This is an optimization exercise on Yosys and OpenROAD, whose aim is small area, a short achievable clock period and few clock cycles per item, not a production implementation. Function was checked by simulation only, so behaviour that the tests miss may differ from the original. Power figures rest on the tool's default switching activity, not on a simulated workload.

$ cat flow/design.v
package mwo_pkg;
   localparam int CSR_INDEX_BITS = 3;
   localparam int CSR_DATA_BITS  = 32;
   localparam logic [CSR_INDEX_BITS-1:0] CSR_PHASE_STEP    = 3'd0;
   localparam logic [CSR_INDEX_BITS-1:0] CSR_WAVE_SELECT   = 3'd1;
   localparam logic [CSR_INDEX_BITS-1:0] CSR_FOLD_ABSOLUTE = 3'd2;
   localparam logic [CSR_INDEX_BITS-1:0] CSR_VOLUME        = 3'd3;
   localparam logic [CSR_INDEX_BITS-1:0] CSR_MIX_PERCENT   = 3'd4;
   typedef enum logic [2:0] {
      WAVE_PARABOLA = 3'd0,
      WAVE_SINE     = 3'd1,
      WAVE_SQUARE   = 3'd2,
      WAVE_PULSE    = 3'd3,
      WAVE_TRIANGLE = 3'd4,
      WAVE_SAW      = 3'd5
   } wave_sel_type;
   typedef struct packed {
      logic [31:0] phase_step;
      logic [2:0]  wave_select;
      logic        fold_absolute;
      logic [15:0] volume;
      logic [6:0]  mix_percent;
   } cfg_type;
   localparam cfg_type CFG_RESET = {32'd0, 3'd1, 1'b0, 16'd0, 7'd0};
   localparam int WAVE_MAG_BITS = 15;
   typedef struct packed {
      logic                     neg;
      logic [WAVE_MAG_BITS-1:0] mag;
   } wave_type;
   localparam logic [14:0] Q14_ONE = 15'd16384;
   localparam logic [14:0] PARA_PEAK  = 15'd17967;
   localparam logic [43:0] PARA_ROUND = 44'd134217728;
   localparam logic [37:0] OSC_ROUND   = 38'd1638400;
   localparam logic [23:0] RECIP_100   = 24'd10737419;
   localparam logic [63:0] HALF_PI_Q30 = 64'd1686629713;
   localparam logic [55:0] TAYLOR_DIV = {8'd210, 8'd156, 8'd110, 8'd72,
                                         8'd42, 8'd20, 8'd6};
endpackage
module mwo_sine_rom #(
   parameter int ADDR_BITS = 10
) (
   input  logic               clock,
   input  logic               rd_en,
   input  logic [ADDR_BITS:0] rd_addr,
   output logic [14:0]        rd_data
);
   localparam int DEPTH = (1 << ADDR_BITS) + 1;
   logic [14:0] rom [DEPTH];
   logic [14:0] rd_data_ff;
   initial begin
      $readmemh("mwo_sine_table.hex", rom);
   end
   always_ff @(posedge clock) begin
      if (rd_en) begin
         rd_data_ff <= rom[rd_addr];
      end
   end
   assign rd_data = rd_data_ff;
endmodule
module mwo_fifo #(
   parameter int WIDTH = 48,
   parameter int DEPTH = 2
) (
   input  logic             clock,
   input  logic             reset,
   input  logic             push,
   input  logic [WIDTH-1:0] push_data,
   output logic             full,
   input  logic             pop,
   output logic [WIDTH-1:0] pop_data,
   output logic             empty
);
   localparam int PTR_BITS   = (DEPTH > 1) ? $clog2(DEPTH) : 1;
   localparam int COUNT_BITS = $clog2(DEPTH + 1);
   localparam logic [PTR_BITS-1:0]   LAST_PTR  = PTR_BITS'(DEPTH - 1);
   localparam logic [COUNT_BITS-1:0] FULL_CNT  = COUNT_BITS'(DEPTH);
   logic [WIDTH-1:0]      mem_ff [DEPTH];
   logic [PTR_BITS-1:0]   wr_ptr_ff;
   logic [PTR_BITS-1:0]   wr_ptr_in;
   logic [PTR_BITS-1:0]   rd_ptr_ff;
   logic [PTR_BITS-1:0]   rd_ptr_in;
   logic [COUNT_BITS-1:0] count_ff;
   logic [COUNT_BITS-1:0] count_in;
   always_comb begin
      wr_ptr_in = wr_ptr_ff;
      rd_ptr_in = rd_ptr_ff;
      count_in  = count_ff;
      if (push) begin
         wr_ptr_in = (wr_ptr_ff == LAST_PTR) ? '0 : wr_ptr_ff + 1'b1;
      end
      if (pop) begin
         rd_ptr_in = (rd_ptr_ff == LAST_PTR) ? '0 : rd_ptr_ff + 1'b1;
      end
      if (push && !pop) begin
         count_in = count_ff + 1'b1;
      end else if (pop && !push) begin
         count_in = count_ff - 1'b1;
      end
   end
   always_ff @(posedge clock) begin
      if (reset) begin
         wr_ptr_ff <= '0;
         rd_ptr_ff <= '0;
         count_ff  <= '0;
      end else begin
         wr_ptr_ff <= wr_ptr_in;
         rd_ptr_ff <= rd_ptr_in;
         count_ff  <= count_in;
      end
   end
   always_ff @(posedge clock) begin
      if (push) begin
         mem_ff[wr_ptr_ff] <= push_data;
      end
   end
   assign full     = (count_ff == FULL_CNT);
   assign empty    = (count_ff == '0);
   assign pop_data = mem_ff[rd_ptr_ff];
endmodule
module mwo_front #(
   parameter int PHASE_BITS           = 32,
   parameter int SINE_TABLE_ADDR_BITS = 10,
   parameter int SAMPLE_BITS          = 16,
   localparam int TDATA_BITS          = ((2 * SAMPLE_BITS + 7) / 8) * 8,
   localparam int ITEM_BITS           = 2 * SAMPLE_BITS + 1 + (mwo_pkg::WAVE_MAG_BITS + 1)
) (
   input  logic                  clock,
   input  logic                  reset,
   input  mwo_pkg::cfg_type               cfg,
   input  logic                  req_tvalid,
   output logic                  req_tready,
   input  logic [TDATA_BITS-1:0] req_tdata,    
   input  logic                  req_tlast,    
   output logic                  push,
   output logic [ITEM_BITS-1:0]  push_data,
   input  logic                  full
);
   localparam int AB = SINE_TABLE_ADDR_BITS;
   localparam logic [AB:0]           TBL_N   = {1'b1, {AB{1'b0}}};
   localparam logic [PHASE_BITS-1:0] QUARTER = {2'b01, {(PHASE_BITS - 2){1'b0}}};
   typedef enum logic {
      FR_IDLE,
      FR_SHAPE
   } state_type;
   state_type               state_ff;
   state_type               state_in;
   logic [PHASE_BITS-1:0]   phase_ff;
   logic [PHASE_BITS-1:0]   phase_in;
   logic [PHASE_BITS-1:0]   step;
   logic                    accept;
   logic [15:0]             p16;
   logic [14:0]             mir;
   logic [29:0]             mir_sq;
   logic [AB-1:0]           tbl_a;
   logic [AB:0]             tbl_idx;
   logic [SAMPLE_BITS-1:0]  left_ff;
   logic [SAMPLE_BITS-1:0]  right_ff;
   logic                    last_ff;
   logic [1:0]              quad_ff;
   logic [14:0]             mir_ff;
   logic [28:0]             dsq_ff;
   logic                    pulse_ff;
   logic [14:0]             top15_ff;
   logic [14:0]             sine_mag;
   logic [43:0]             para_full;
   logic [14:0]             para_mag;
   logic [14:0]             shape_mag;
   logic                    shape_neg;
   mwo_pkg::wave_type                wave;
   if (PHASE_BITS >= 32) begin : g_step_wide
      assign step = PHASE_BITS'(cfg.phase_step) << (PHASE_BITS - 32);
   end else begin : g_step_narrow
      assign step = PHASE_BITS'(cfg.phase_step >> (32 - PHASE_BITS));
   end
   assign req_tready = (state_ff == FR_IDLE);
   assign accept     = req_tvalid && req_tready;
   assign p16     = phase_ff[PHASE_BITS-1 -: 16];
   assign mir     = p16[14] ? mwo_pkg::Q14_ONE - {1'b0, p16[13:0]} : {1'b0, p16[13:0]};
   assign mir_sq  = 30'(mir) * 30'(mir);
   assign tbl_a   = phase_ff[PHASE_BITS-3 -: AB];
   assign tbl_idx = p16[14] ? TBL_N - {1'b0, tbl_a} : {1'b0, tbl_a};
   mwo_sine_rom #(
      .ADDR_BITS (AB)
   ) u_sine_rom (
      .clock   (clock),
      .rd_en   (accept),
      .rd_addr (tbl_idx),
      .rd_data (sine_mag)
   );
   assign para_full = 44'(mwo_pkg::PARA_PEAK) * 44'(dsq_ff) + mwo_pkg::PARA_ROUND;
   assign para_mag  = para_full[42:28];
   always_comb begin
      shape_mag = '0;
      shape_neg = 1'b0;
      case (cfg.wave_select)
         mwo_pkg::WAVE_PARABOLA: begin
            shape_mag = para_mag;
            shape_neg = quad_ff[1];
         end
         mwo_pkg::WAVE_SINE: begin
            shape_mag = sine_mag;
            shape_neg = quad_ff[1];
         end
         mwo_pkg::WAVE_SQUARE: begin
            shape_mag = (sine_mag != '0) ? mwo_pkg::Q14_ONE : '0;
            shape_neg = quad_ff[1];
         end
         mwo_pkg::WAVE_PULSE: begin
            shape_mag = pulse_ff ? mwo_pkg::Q14_ONE : '0;
         end
         mwo_pkg::WAVE_TRIANGLE: begin
            shape_mag = mir_ff;
            shape_neg = quad_ff[1];
         end
         mwo_pkg::WAVE_SAW: begin
            if (top15_ff > mwo_pkg::Q14_ONE) begin
               shape_mag = top15_ff - mwo_pkg::Q14_ONE;
               shape_neg = 1'b1;
            end else begin
               shape_mag = mwo_pkg::Q14_ONE - top15_ff;
            end
         end
         default: begin
            shape_mag = '0;
         end
      endcase
      wave.mag = shape_mag;
      wave.neg = shape_neg && !cfg.fold_absolute && (shape_mag != '0);
   end
   assign push      = (state_ff == FR_SHAPE) && !full;
   assign push_data = {last_ff, wave, right_ff, left_ff};
   always_comb begin
      state_in = state_ff;
      phase_in = phase_ff;
      case (state_ff)
         FR_IDLE: begin
            if (accept) begin
               phase_in = phase_ff + step;
               state_in = FR_SHAPE;
            end
         end
         FR_SHAPE: begin
            if (!full) begin
               state_in = FR_IDLE;
            end
         end
         default: begin
            state_in = FR_IDLE;
         end
      endcase
   end
   always_ff @(posedge clock) begin
      if (reset) begin
         state_ff <= FR_IDLE;
         phase_ff <= '0;
      end else begin
         state_ff <= state_in;
         phase_ff <= phase_in;
         if (accept) begin
            left_ff  <= req_tdata[SAMPLE_BITS-1:0];
            right_ff <= req_tdata[2*SAMPLE_BITS-1:SAMPLE_BITS];
            last_ff  <= req_tlast;
            quad_ff  <= p16[15:14];
            mir_ff   <= mir;
            dsq_ff   <= mir_sq[28:0];
            pulse_ff <= (phase_ff <= QUARTER);
            top15_ff <= phase_ff[PHASE_BITS-1 -: 15];
         end
      end
   end
endmodule
module mwo_back #(
   parameter int SAMPLE_BITS = 16,
   localparam int TDATA_BITS = ((2 * SAMPLE_BITS + 7) / 8) * 8,
   localparam int ITEM_BITS  = 2 * SAMPLE_BITS + 1 + (mwo_pkg::WAVE_MAG_BITS + 1)
) (
   input  logic                  clock,
   input  logic                  reset,
   input  mwo_pkg::cfg_type               cfg,
   input  logic [ITEM_BITS-1:0]  pop_data,
   input  logic                  empty,
   output logic                  pop,
   output logic                  rsp_tvalid,
   input  logic                  rsp_tready,
   output logic [TDATA_BITS-1:0] rsp_tdata,    
   output logic                  rsp_tlast     
);
   localparam int SB   = SAMPLE_BITS;
   localparam int SUMW = ((SB > 17) ? SB : 17) + 1;
   localparam logic signed [SUMW-1:0] SAT_HI = SUMW'((1 << (SB - 1)) - 1);
   localparam logic signed [SUMW-1:0] SAT_LO = SUMW'(-(1 << (SB - 1)));
   typedef enum logic [1:0] {
      BK_IDLE,
      BK_MIX,
      BK_RECIP,
      BK_DONE
   } state_type;
   state_type              state_ff;
   state_type              state_in;
   mwo_pkg::wave_type               head_wave;
   logic signed [SB-1:0]   left_ff;
   logic signed [SB-1:0]   right_ff;
   logic                   last_ff;
   logic                   neg_ff;
   logic [30:0]            wv_ff;
   logic [37:0]            p_ff;
   logic [46:0]            qm_ff;
   logic signed [16:0]     osc_pos;
   logic signed [16:0]     osc;
   logic signed [SUMW-1:0] sum_left;
   logic signed [SUMW-1:0] sum_right;
   logic                   load_out;
   logic                   rsp_valid_ff;
   logic                   rsp_valid_in;
   logic [SB-1:0]          rsp_left_ff;
   logic [SB-1:0]          rsp_right_ff;
   logic                   rsp_last_ff;
   function automatic logic [SB-1:0] saturate(input logic signed [SUMW-1:0] v);
      logic signed [SUMW-1:0] c;
      c = v;
      if (v > SAT_HI) begin
         c = SAT_HI;
      end else if (v < SAT_LO) begin
         c = SAT_LO;
      end
      saturate = c[SB-1:0];
   endfunction
   assign head_wave = pop_data[2*SB +: (mwo_pkg::WAVE_MAG_BITS + 1)];
   assign pop       = (state_ff == BK_IDLE) && !empty;
   assign osc_pos   = $signed({1'b0, qm_ff[45:30]});
   assign osc       = neg_ff ? -osc_pos : osc_pos;
   assign sum_left  = SUMW'(left_ff) + SUMW'(osc);
   assign sum_right = SUMW'(right_ff) + SUMW'(osc);
   assign load_out  = (state_ff == BK_DONE) && (!rsp_valid_ff || rsp_tready);
   always_comb begin
      rsp_valid_in = rsp_valid_ff;
      if (load_out) begin
         rsp_valid_in = 1'b1;
      end else if (rsp_tready) begin
         rsp_valid_in = 1'b0;
      end
   end
   always_comb begin
      state_in = state_ff;
      case (state_ff)
         BK_IDLE: begin
            if (!empty) begin
               state_in = BK_MIX;
            end
         end
         BK_MIX: begin
            state_in = BK_RECIP;
         end
         BK_RECIP: begin
            state_in = BK_DONE;
         end
         BK_DONE: begin
            if (load_out) begin
               state_in = BK_IDLE;
            end
         end
         default: begin
            state_in = BK_IDLE;
         end
      endcase
   end
   always_ff @(posedge clock) begin
      if (reset) begin
         state_ff     <= BK_IDLE;
         rsp_valid_ff <= 1'b0;
      end else begin
         state_ff     <= state_in;
         rsp_valid_ff <= rsp_valid_in;
         if (pop) begin
            left_ff  <= pop_data[SB-1:0];
            right_ff <= pop_data[2*SB-1:SB];
            last_ff  <= pop_data[ITEM_BITS-1];
            neg_ff   <= head_wave.neg;
            wv_ff    <= 31'(head_wave.mag) * 31'(cfg.volume);
         end
         if (state_ff == BK_MIX) begin
            p_ff <= 38'(wv_ff) * 38'(cfg.mix_percent) + mwo_pkg::OSC_ROUND;
         end
         if (state_ff == BK_RECIP) begin
            qm_ff <= 47'(p_ff[37:15]) * 47'(mwo_pkg::RECIP_100);
         end
         if (load_out) begin
            rsp_left_ff  <= saturate(sum_left);
            rsp_right_ff <= saturate(sum_right);
            rsp_last_ff  <= last_ff;
         end
      end
   end
   assign rsp_tvalid = rsp_valid_ff;
   assign rsp_tdata  = TDATA_BITS'({rsp_right_ff, rsp_left_ff});
   assign rsp_tlast  = rsp_last_ff;
endmodule
module multi_waveform_oscillator_mixer_core #(
   parameter int PHASE_BITS           = 32,
   parameter int SINE_TABLE_ADDR_BITS = 10,
   parameter int SAMPLE_BITS          = 16,
   localparam int TDATA_BITS          = ((2 * SAMPLE_BITS + 7) / 8) * 8
) (
   input  logic                      clock,
   input  logic                      reset,
   input  logic                      req_tvalid,
   output logic                      req_tready,
   input  logic [TDATA_BITS-1:0]     req_tdata,    
   input  logic                      req_tlast,    
   output logic                      rsp_tvalid,
   input  logic                      rsp_tready,
   output logic [TDATA_BITS-1:0]     rsp_tdata,    
   output logic                      rsp_tlast,    
   input  logic                      csr_we,
   input  logic [mwo_pkg::CSR_INDEX_BITS-1:0] csr_index,
   input  logic [mwo_pkg::CSR_DATA_BITS-1:0]  csr_wdata
);
   localparam int ITEM_BITS   = 2 * SAMPLE_BITS + 1 + (mwo_pkg::WAVE_MAG_BITS + 1);
   localparam int QUEUE_DEPTH = 2;
   mwo_pkg::cfg_type              cfg_ff;
   logic                 push;
   logic [ITEM_BITS-1:0] push_data;
   logic                 full;
   logic                 pop;
   logic [ITEM_BITS-1:0] pop_data;
   logic                 empty;
   always_ff @(posedge clock) begin
      if (reset) begin
         cfg_ff <= mwo_pkg::CFG_RESET;
      end else if (csr_we) begin
         case (csr_index)
            mwo_pkg::CSR_PHASE_STEP:    cfg_ff.phase_step    <= csr_wdata;
            mwo_pkg::CSR_WAVE_SELECT:   cfg_ff.wave_select   <= csr_wdata[2:0];
            mwo_pkg::CSR_FOLD_ABSOLUTE: cfg_ff.fold_absolute <= csr_wdata[0];
            mwo_pkg::CSR_VOLUME:        cfg_ff.volume        <= csr_wdata[15:0];
            mwo_pkg::CSR_MIX_PERCENT:   cfg_ff.mix_percent   <= csr_wdata[6:0];
            default: begin
            end
         endcase
      end
   end
   mwo_front #(
      .PHASE_BITS           (PHASE_BITS),
      .SINE_TABLE_ADDR_BITS (SINE_TABLE_ADDR_BITS),
      .SAMPLE_BITS          (SAMPLE_BITS)
   ) u_front (
      .clock      (clock),
      .reset      (reset),
      .cfg        (cfg_ff),
      .req_tvalid (req_tvalid),
      .req_tready (req_tready),
      .req_tdata  (req_tdata),
      .req_tlast  (req_tlast),
      .push       (push),
      .push_data  (push_data),
      .full       (full)
   );
   mwo_fifo #(
      .WIDTH (ITEM_BITS),
      .DEPTH (QUEUE_DEPTH)
   ) u_queue (
      .clock     (clock),
      .reset     (reset),
      .push      (push),
      .push_data (push_data),
      .full      (full),
      .pop       (pop),
      .pop_data  (pop_data),
      .empty     (empty)
   );
   mwo_back #(
      .SAMPLE_BITS (SAMPLE_BITS)
   ) u_back (
      .clock      (clock),
      .reset      (reset),
      .cfg        (cfg_ff),
      .pop_data   (pop_data),
      .empty      (empty),
      .pop        (pop),
      .rsp_tvalid (rsp_tvalid),
      .rsp_tready (rsp_tready),
      .rsp_tdata  (rsp_tdata),
      .rsp_tlast  (rsp_tlast)
   );
endmodule
$ cat flow/mwo_sine_table.hex
0000
0019
0032
004b
0065
007e
0097
00b0
00c9
00e2
00fb
0114
012e
0147
0160
0179
0192
01ab
01c4
01dd
01f7
0210
0229
0242
025b
0274
028d
02a6
02c0
02d9
02f2
030b
0324
033d
0356
036f
0388
03a1
03bb
03d4
03ed
0406
041f
0438
0451
046a
0483
049c
04b5
04ce
04e7
0500
051a
0533
054c
0565
057e
0597
05b0
05c9
05e2
05fb
0614
062d
0646
065f
0678
0691
06aa
06c3
06dc
06f5
070e
0727
0740
0759
0772
078b
07a4
07bd
07d6
07ef
0807
0820
0839
0852
086b
0884
089d
08b6
08cf
08e8
0901
0919
0932
094b
0964
097d
0996
09af
09c7
09e0
09f9
0a12
0a2b
0a44
0a5c
0a75
0a8e
0aa7
0ac0
0ad8
0af1
0b0a
0b23
0b3b
0b54
0b6d
0b85
0b9e
0bb7
0bd0
0be8
0c01
0c1a
0c32
0c4b
0c64
0c7c
0c95
0cae
0cc6
0cdf
0cf8
0d10
0d29
0d41
0d5a
0d72
0d8b
0da4
0dbc
0dd5
0ded
0e06
0e1e
0e37
0e4f
0e68
0e80
0e99
0eb1
0eca
0ee2
0efb
0f13
0f2b
0f44
0f5c
0f75
0f8d
0fa5
0fbe
0fd6
0fee
1007
101f
1037
1050
1068
1080
1099
10b1
10c9
10e1
10fa
1112
112a
1142
115a
1173
118b
11a3
11bb
11d3
11eb
1204
121c
1234
124c
1264
127c
1294
12ac
12c4
12dc
12f4
130c
1324
133c
1354
136c
1384
139c
13b4
13cc
13e4
13fb
1413
142b
1443
145b
1473
148b
14a2
14ba
14d2
14ea
1501
1519
1531
1549
1560
1578
1590
15a7
15bf
15d7
15ee
1606
161d
1635
164c
1664
167c
1693
16ab
16c2
16da
16f1
1709
1720
1737
174f
1766
177e
1795
17ac
17c4
17db
17f2
180a
1821
1838
184f
1867
187e
1895
18ac
18c3
18db
18f2
1909
1920
1937
194e
1965
197c
1993
19aa
19c1
19d8
19ef
1a06
1a1d
1a34
1a4b
1a62
1a79
1a90
1aa7
1abe
1ad4
1aeb
1b02
1b19
1b30
1b46
1b5d
1b74
1b8a
1ba1
1bb8
1bce
1be5
1bfc
1c12
1c29
1c3f
1c56
1c6c
1c83
1c99
1cb0
1cc6
1cdd
1cf3
1d0a
1d20
1d36
1d4d
1d63
1d79
1d90
1da6
1dbc
1dd3
1de9
1dff
1e15
1e2b
1e42
1e58
1e6e
1e84
1e9a
1eb0
1ec6
1edc
1ef2
1f08
1f1e
1f34
1f4a
1f60
1f76
1f8c
1fa2
1fb7
1fcd
1fe3
1ff9
200f
2024
203a
2050
2065
207b
2091
20a6
20bc
20d1
20e7
20fd
2112
2128
213d
2153
2168
217d
2193
21a8
21be
21d3
21e8
21fe
2213
2228
223d
2253
2268
227d
2292
22a7
22bc
22d2
22e7
22fc
2311
2326
233b
2350
2365
237a
238e
23a3
23b8
23cd
23e2
23f7
240b
2420
2435
244a
245e
2473
2488
249c
24b1
24c5
24da
24ef
2503
2518
252c
2541
2555
2569
257e
2592
25a6
25bb
25cf
25e3
25f8
260c
2620
2634
2648
265c
2671
2685
2699
26ad
26c1
26d5
26e9
26fd
2711
2724
2738
274c
2760
2774
2788
279b
27af
27c3
27d6
27ea
27fe
2811
2825
2838
284c
2860
2873
2886
289a
28ad
28c1
28d4
28e7
28fb
290e
2921
2935
2948
295b
296e
2981
2994
29a7
29bb
29ce
29e1
29f4
2a07
2a1a
2a2c
2a3f
2a52
2a65
2a78
2a8b
2a9d
2ab0
2ac3
2ad6
2ae8
2afb
2b0d
2b20
2b33
2b45
2b58
2b6a
2b7d
2b8f
2ba1
2bb4
2bc6
2bd8
2beb
2bfd
2c0f
2c21
2c34
2c46
2c58
2c6a
2c7c
2c8e
2ca0
2cb2
2cc4
2cd6
2ce8
2cfa
2d0c
2d1e
2d2f
2d41
2d53
2d65
2d76
2d88
2d9a
2dab
2dbd
2dcf
2de0
2df2
2e03
2e15
2e26
2e37
2e49
2e5a
2e6b
2e7d
2e8e
2e9f
2eb0
2ec2
2ed3
2ee4
2ef5
2f06
2f17
2f28
2f39
2f4a
2f5b
2f6c
2f7d
2f8d
2f9e
2faf
2fc0
2fd0
2fe1
2ff2
3002
3013
3024
3034
3045
3055
3066
3076
3087
3097
30a7
30b8
30c8
30d8
30e8
30f9
3109
3119
3129
3139
3149
3159
3169
3179
3189
3199
31a9
31b9
31c8
31d8
31e8
31f8
3207
3217
3227
3236
3246
3255
3265
3274
3284
3293
32a3
32b2
32c1
32d0
32e0
32ef
32fe
330d
331d
332c
333b
334a
3359
3368
3377
3386
3395
33a3
33b2
33c1
33d0
33df
33ed
33fc
340b
3419
3428
3436
3445
3453
3462
3470
347f
348d
349b
34aa
34b8
34c6
34d4
34e2
34f1
34ff
350d
351b
3529
3537
3545
3553
3561
356e
357c
358a
3598
35a5
35b3
35c1
35ce
35dc
35ea
35f7
3605
3612
3620
362d
363a
3648
3655
3662
366f
367d
368a
3697
36a4
36b1
36be
36cb
36d8
36e5
36f2
36ff
370c
3718
3725
3732
373f
374b
3758
3765
3771
377e
378a
3797
37a3
37b0
37bc
37c8
37d5
37e1
37ed
37f9
3805
3812
381e
382a
3836
3842
384e
385a
3866
3871
387d
3889
3895
38a1
38ac
38b8
38c3
38cf
38db
38e6
38f2
38fd
3909
3914
391f
392b
3936
3941
394c
3958
3963
396e
3979
3984
398f
399a
39a5
39b0
39bb
39c5
39d0
39db
39e6
39f0
39fb
3a06
3a10
3a1b
3a25
3a30
3a3a
3a45
3a4f
3a59
3a64
3a6e
3a78
3a82
3a8d
3a97
3aa1
3aab
3ab5
3abf
3ac9
3ad3
3add
3ae6
3af0
3afa
3b04
3b0e
3b17
3b21
3b2a
3b34
3b3e
3b47
3b50
3b5a
3b63
3b6d
3b76
3b7f
3b88
3b92
3b9b
3ba4
3bad
3bb6
3bbf
3bc8
3bd1
3bda
3be3
3bec
3bf5
3bfd
3c06
3c0f
3c17
3c20
3c29
3c31
3c3a
3c42
3c4b
3c53
3c5b
3c64
3c6c
3c74
3c7d
3c85
3c8d
3c95
3c9d
3ca5
3cad
3cb5
3cbd
3cc5
3ccd
3cd5
3cdd
3ce4
3cec
3cf4
3cfb
3d03
3d0b
3d12
3d1a
3d21
3d28
3d30
3d37
3d3f
3d46
3d4d
3d54
3d5b
3d63
3d6a
3d71
3d78
3d7f
3d86
3d8d
3d93
3d9a
3da1
3da8
3daf
3db5
3dbc
3dc2
3dc9
3dd0
3dd6
3ddd
3de3
3de9
3df0
3df6
3dfc
3e03
3e09
3e0f
3e15
3e1b
3e21
3e27
3e2d
3e33
3e39
3e3f
3e45
3e4a
3e50
3e56
3e5c
3e61
3e67
3e6c
3e72
3e77
3e7d
3e82
3e88
3e8d
3e92
3e98
3e9d
3ea2
3ea7
3eac
3eb1
3eb6
3ebb
3ec0
3ec5
3eca
3ecf
3ed4
3ed8
3edd
3ee2
3ee7
3eeb
3ef0
3ef4
3ef9
3efd
3f02
3f06
3f0a
3f0f
3f13
3f17
3f1c
3f20
3f24
3f28
3f2c
3f30
3f34
3f38
3f3c
3f40
3f43
3f47
3f4b
3f4f
3f52
3f56
3f5a
3f5d
3f61
3f64
3f68
3f6b
3f6e
3f72
3f75
3f78
3f7b
3f7f
3f82
3f85
3f88
3f8b
3f8e
3f91
3f94
3f97
3f99
3f9c
3f9f
3fa2
3fa4
3fa7
3faa
3fac
3faf
3fb1
3fb4
3fb6
3fb8
3fbb
3fbd
3fbf
3fc1
3fc4
3fc6
3fc8
3fca
3fcc
3fce
3fd0
3fd2
3fd4
3fd5
3fd7
3fd9
3fdb
3fdc
3fde
3fe0
3fe1
3fe3
3fe4
3fe6
3fe7
3fe8
3fea
3feb
3fec
3fed
3fef
3ff0
3ff1
3ff2
3ff3
3ff4
3ff5
3ff6
3ff7
3ff7
3ff8
3ff9
3ffa
3ffa
3ffb
3ffc
3ffc
3ffd
3ffd
3ffe
3ffe
3ffe
3fff
3fff
3fff
4000
4000
4000
4000
4000
4000
$ cat flow/run.sh
#!/bin/bash
# synth_recipe.tcl (not shown) runs the flow's synth.tcl, then flattens the netlist and writes it again
# the make line also repeats each setting of config.mk as NAME=value (left out here)
make -C /OpenROAD-flow-scripts/flow DESIGN_CONFIG=/design/flow/config.mk WORK_HOME=/design/flow/orfs CLKGATE_MAP_FILE= SYNTH_SCRIPT=/design/flow/synth_recipe.tcl finish
$ cat flow/config.mk
export PLATFORM = sky130hd
export DESIGN_NAME = multi_waveform_oscillator_mixer_core
export DESIGN_NICKNAME = multi_waveform_oscillator_mixer_core
export VERILOG_FILES = /design/flow/design.v
export SDC_FILE = /design/flow/constraint.sdc
export NUM_CORES = 4
export LEC_CHECK = 0
export CAP_MARGIN = 20
export CORE_MARGIN = 2
export CORE_UTILIZATION = 40
export SLEW_MARGIN = 20
export SYNTH_MEMORY_MAX_BITS = 32768
$ cat flow/constraint.sdc
create_clock -name core_clock -period 10.0 [get_ports {clock}]
set_input_delay 2.0000 -clock core_clock [delete_from_list [all_inputs] [get_ports {clock}]]
set_output_delay 2.0000 -clock core_clock [all_outputs]
set_load 0.01 [all_outputs]
==> flow_results.xml <==
<?xml version="1.0" encoding="UTF-8"?>
<metrics>
  <group name="synth">
    <metric name="synthFlopType" unit="">sky130_fd_sc_hd__edfxtp_1</metric>
    <metric name="synth.avg_cell_area" unit="sq um">9.13</metric>
    <metric name="portion_of_synthesized_cell_area_occupied_by_the_leading_cell_type" unit="%">25.2</metric>
    <metric name="yosys-top-cells-area" unit="">sky130_fd_sc_hd__fa_1 25%, sky130_fd_sc_hd__edfxtp_1 16%, sky130_fd_sc_hd__ha_1 16%</metric>
    <metric name="synthesis.area" unit="sq mm">0.0640</metric>
    <metric name="synth-edff-count" unit="">341</metric>
    <metric name="sequential_element_share_of_the_synthesized_area" unit="%">19.1</metric>
    <metric name="syn_inst" unit="">7010</metric>
    <metric name="synth.distinct_cells" unit="">97</metric>
    <metric name="ys_seq_elements" unit="">441</metric>
    <metric name="synth_commonest_cells" unit="">1106 x sky130_fd_sc_hd__inv_1, 805 x sky130_fd_sc_hd__fa_1, 801 x sky130_fd_sc_hd__ha_1</metric>
    <metric name="synth-warning-count" unit="">5</metric>
    <metric name="netlist.top_cell.by_area" unit="">sky130_fd_sc_hd__fa_1</metric>
    <metric name="async_reset_ff_share" unit="%">0</metric>
    <metric name="yosys.cell_count.top_type" unit="">sky130_fd_sc_hd__inv_1</metric>
  </group>
  <group name="die">
    <metric name="top_level_i_o_count" unit="">108</metric>
    <metric name="core_area" unit="sq mm">0.159</metric>
    <metric name="fp-row-count" unit="">146</metric>
    <metric name="floorplan.initialDensity" unit="%">40.3</metric>
    <metric name="die_area" unit="sq mm">0.163</metric>
    <metric name="dieWidth" unit="um">404</metric>
    <metric name="dieHeight" unit="um">404</metric>
  </group>
  <group name="run">
    <metric name="drv_cap" unit="">0</metric>
  </group>
  <group name="placement">
    <metric name="dpl.hpwl" unit="um">161000</metric>
    <metric name="pre_cts_slack" unit="ns">1.05</metric>
    <metric name="portBuffers" unit="">107</metric>
    <metric name="globalplace.congestion" unit="">1.04</metric>
    <metric name="placement.cell_area" unit="sq mm">0.0674</metric>
  </group>
  <group name="sta">
    <metric name="max-slew-margin-rel" unit="%">16.1</metric>
    <metric name="post-route-period-util" unit="%">90.5</metric>
    <metric name="timing_worst_slew_pin_value" unit="ns">1.25</metric>
    <metric name="final.min_clock_period" unit="ns">9.05</metric>
    <metric name="slew_viol_final" unit="">0</metric>
    <metric name="setup_viol" unit="">0</metric>
    <metric name="finalClockSkew" unit="ns">0.0775</metric>
    <metric name="rsz0062_at_grt" unit="">false</metric>
    <metric name="report.final.hold_viol_count" unit="">0</metric>
    <metric name="tns" unit="ns">0</metric>
    <metric name="layout_setup_ws" unit="ns">0.950</metric>
    <metric name="timing.fmax" unit="MHz">111</metric>
  </group>
  <group name="layout">
    <metric name="area_used_by_multi_input_combinational_logic" unit="sq mm">0.0465</metric>
    <metric name="num-fill-cells" unit="">15451</metric>
    <metric name="layout.nets" unit="">8637</metric>
    <metric name="register_area" unit="sq mm">0.0122</metric>
    <metric name="syn2layout_area_growth" unit="%">8.33</metric>
    <metric name="layout.cell_area.non_filler" unit="sq mm">0.0694</metric>
    <metric name="layout-drive-gt1-share" unit="%">4.48</metric>
  </group>
  <group name="clocking">
    <metric name="cells_resized_by_post_cts_repair" unit="">0</metric>
    <metric name="cts.sink_count" unit="">441</metric>
    <metric name="cts_setup_buffers" unit="">0</metric>
    <metric name="numCtsBuffers" unit="">52</metric>
    <metric name="cts-root-to-sink-buffers" unit="">3</metric>
    <metric name="path_clk_slew" unit="ns">0.07</metric>
    <metric name="clock_tree_from_tritoncts" unit="">built</metric>
    <metric name="ctsRootBufferMaster" unit="">sky130_fd_sc_hd__clkbuf_16</metric>
    <metric name="worstSkewPairLatency" unit="ns">0.69</metric>
    <metric name="post_cts_hold_buffer_count" unit="">0</metric>
    <metric name="cts_htree_levels" unit="">2</metric>
  </group>
  <group name="hold_path">
    <metric name="min_path_type" unit="">reg -&gt; reg</metric>
  </group>
  <group name="critical_path">
    <metric name="critPathRequiredTime" unit="ns">10.42</metric>
    <metric name="cp.arrival" unit="ns">9.47</metric>
    <metric name="setup.worst_path.start_class" unit="">flop</metric>
    <metric name="critPathCaptureType" unit="">flop</metric>
    <metric name="ws_path_type" unit="">reg -&gt; reg</metric>
    <metric name="timing.critical_path.fanout_max" unit="">16</metric>
    <metric name="cp_common_cell" unit="">sky130_fd_sc_hd__fa_1</metric>
    <metric name="slowest_delay" unit="ns">0.69</metric>
    <metric name="critical-path-slowest-cell" unit="">sky130_fd_sc_hd__a2111oi_0</metric>
  </group>
  <group name="detailed_routing">
    <metric name="detail_route.first_pass.iterations" unit="">10</metric>
    <metric name="detailroute.via_count" unit="">52381</metric>
    <metric name="dr_drc_count" unit="">0</metric>
    <metric name="detail_route.vias_per_cell" unit="">5.77</metric>
    <metric name="wire_per_inst" unit="um">23.3</metric>
    <metric name="postRouteWirelength" unit="um">212000</metric>
    <metric name="final_antenna_net_count" unit="">0</metric>
    <metric name="initialDrtViolationCount" unit="">5028</metric>
  </group>
  <group name="global_route">
    <metric name="grt_pass1_wl" unit="um">326000</metric>
    <metric name="via_count_of_the_first_global_routing_pass" unit="">53588</metric>
    <metric name="grt_overflow" unit="">0</metric>
    <metric name="grt_antenna_before_repair" unit="">16</metric>
    <metric name="grt_start_max_net_pins" unit="">122</metric>
    <metric name="grt_use_total" unit="%">25.9</metric>
  </group>
  <group name="outcome">
    <metric name="run_status" unit="">no timing/DRC/antenna violations</metric>
  </group>
  <group name="power_and_ir_drop">
    <metric name="static-leakage-power" unit="nW">31.3</metric>
    <metric name="ir_drop" unit="uV">1180</metric>
    <metric name="cellPowerDensity" unit="mW/mm^2">276</metric>
    <metric name="totalPowerFinal" unit="W">0.0191</metric>
  </group>
</metrics>
-- per-stage QoR --
| step | hold slack (ns) | util (%) | instances |
|---|---|---|---|
| finish | 0.401 | 43.7 | 9079 |
| global route | 0.396 | 43.7 | 9074 |
| CTS | 0.387 | 43.7 | 9074 |
| detailed placement | 0.407 | 42.5 | 8976 |
| global placement | 0.402 | 42.5 | 8976 |
| floorplan | 0.400 | - | 7020 |
-- flip-flops by register name (all words and copies together) (netlist names), 23 cells and up, named ones only --
signal            flops
u_front.phase_ff     32
u_back.wv_ff         31
u_front.dsq_ff       28
cfg_ff               59
u_queue.mem_ff       98
u_back.p_ff          23
-- cells in the final DEF (no fill, tap or decap), drive strengths merged, types with 106 or more instances in the layout --
cell,netlist,layout
and2,152,152
clkdlybuf4s50,0,106
a21oi,500,500
inv,1109,1111
nor2,371,371
ha,801,801
fa,805,805
o21ai,345,345
nor2b,114,114
edfxtp,341,341
xnor2,147,147
nand2,719,719
-- cells by family after synthesis --
group / after synthesis / synth area share (%)
AO/OA/AOI/OAI: 1476 / 14.5
XOR/XNOR: 210 / 2.91
adder cells (fa/ha/maj): 1606 / 40.8
buffers and inverters: 1445 / 8.67
flip-flops: 441 / 19.1
multiplexers: 74 / 1.37
other: 2 / 0.0117
AND/OR/NAND/NOR: 1756 / 12.7
-- routing by layer --
metal	share of wire, %	GRT usage, %	vias to the layer above	wire length (um)
li1	-	-	23493	-
met1	41	33.9	25881	86900
met3	8.5	5.39	658	18000
met2	45	41.6	2339	96200
met4	5.0	10.6	10	10500
met5	0.027	0	-	58
-- final timing paths --
kind,start,end,slack (ns),cells past startpoint
min,u_front.right_ff[14],u_queue.mem_ff[0][30],0.40,0
min reg2reg,u_front.right_ff[14],u_queue.mem_ff[0][30],0.40,0
max,u_front.phase_ff[21],u_front.dsq_ff[28],0.95,32
max reg2reg,u_front.phase_ff[21],u_front.dsq_ff[28],0.95,32
-- power breakdown --
| group | switching (W) | internal (W) | total (W) |
|---|---|---|---|
| logic | 0.00818 | 0.00606 | 0.0142 |
| registers | 0.000207 | 0.00257 | 0.00278 |
| clock network | 0.000840 | 0.00128 | 0.00212 |
-- layout make-up --
cell class	instances	share of cell area, %
clock inverters	34	0.745
flip-flops and latches	441	17.7
well taps	2072	3.74
multi-input cells	5134	67.0
diodes	5	0.0180
clock buffers	64	2.04
repair buffers	211	2.76
inverters	1118	6.05
-- worst max-delay path: cells and delay by family (launching register included) --
family / cells / cell delay, ns
AOI/OAI and AO/OA: 7 / 1.64
and+or+nand+nor: 9 / 1.99
adders and majority gates: 8 / 3.75
DFF: 1 / 0.30
buffers and inverters: 7 / 0.96
xor gates and xnor gates: 1 / 0.14
Testbench counts, summed over its fixed seeds: cycles 8,448, items 2,048.

afterwards: timing with drivers on the ports:
No port has a modelled driver above. Below, the same layout with a new extraction and two added sets of constraints.
Step 1 (the two cells are an assumption about what drives the block):
set clk [get_ports {clock}]
set_driving_cell -lib_cell sky130_fd_sc_hd__clkbuf_16 $clk
set_driving_cell -lib_cell sky130_fd_sc_hd__buf_2 [delete_from_list [all_inputs] $clk]
Step 2 times the ports against the registers' clock, not the clock port: input delays grow and output delays shrink by t, the midpoint of the rising clock arrivals with the driver on.
Three values: ideal ports, drivers, drivers and shift; two values: the first two.
shift t [ns]: 0.709
setup WS [ns]: 0.950 / 0.950 / 0.950
hold slack, ns: 0.401 / 0.401 / 0.401
worst setup path after step 2: register to register
After both steps this run still meets setup and hold. The setup slack of this run moves by 0.000 ns with the drivers and by 0.000 ns with both steps.
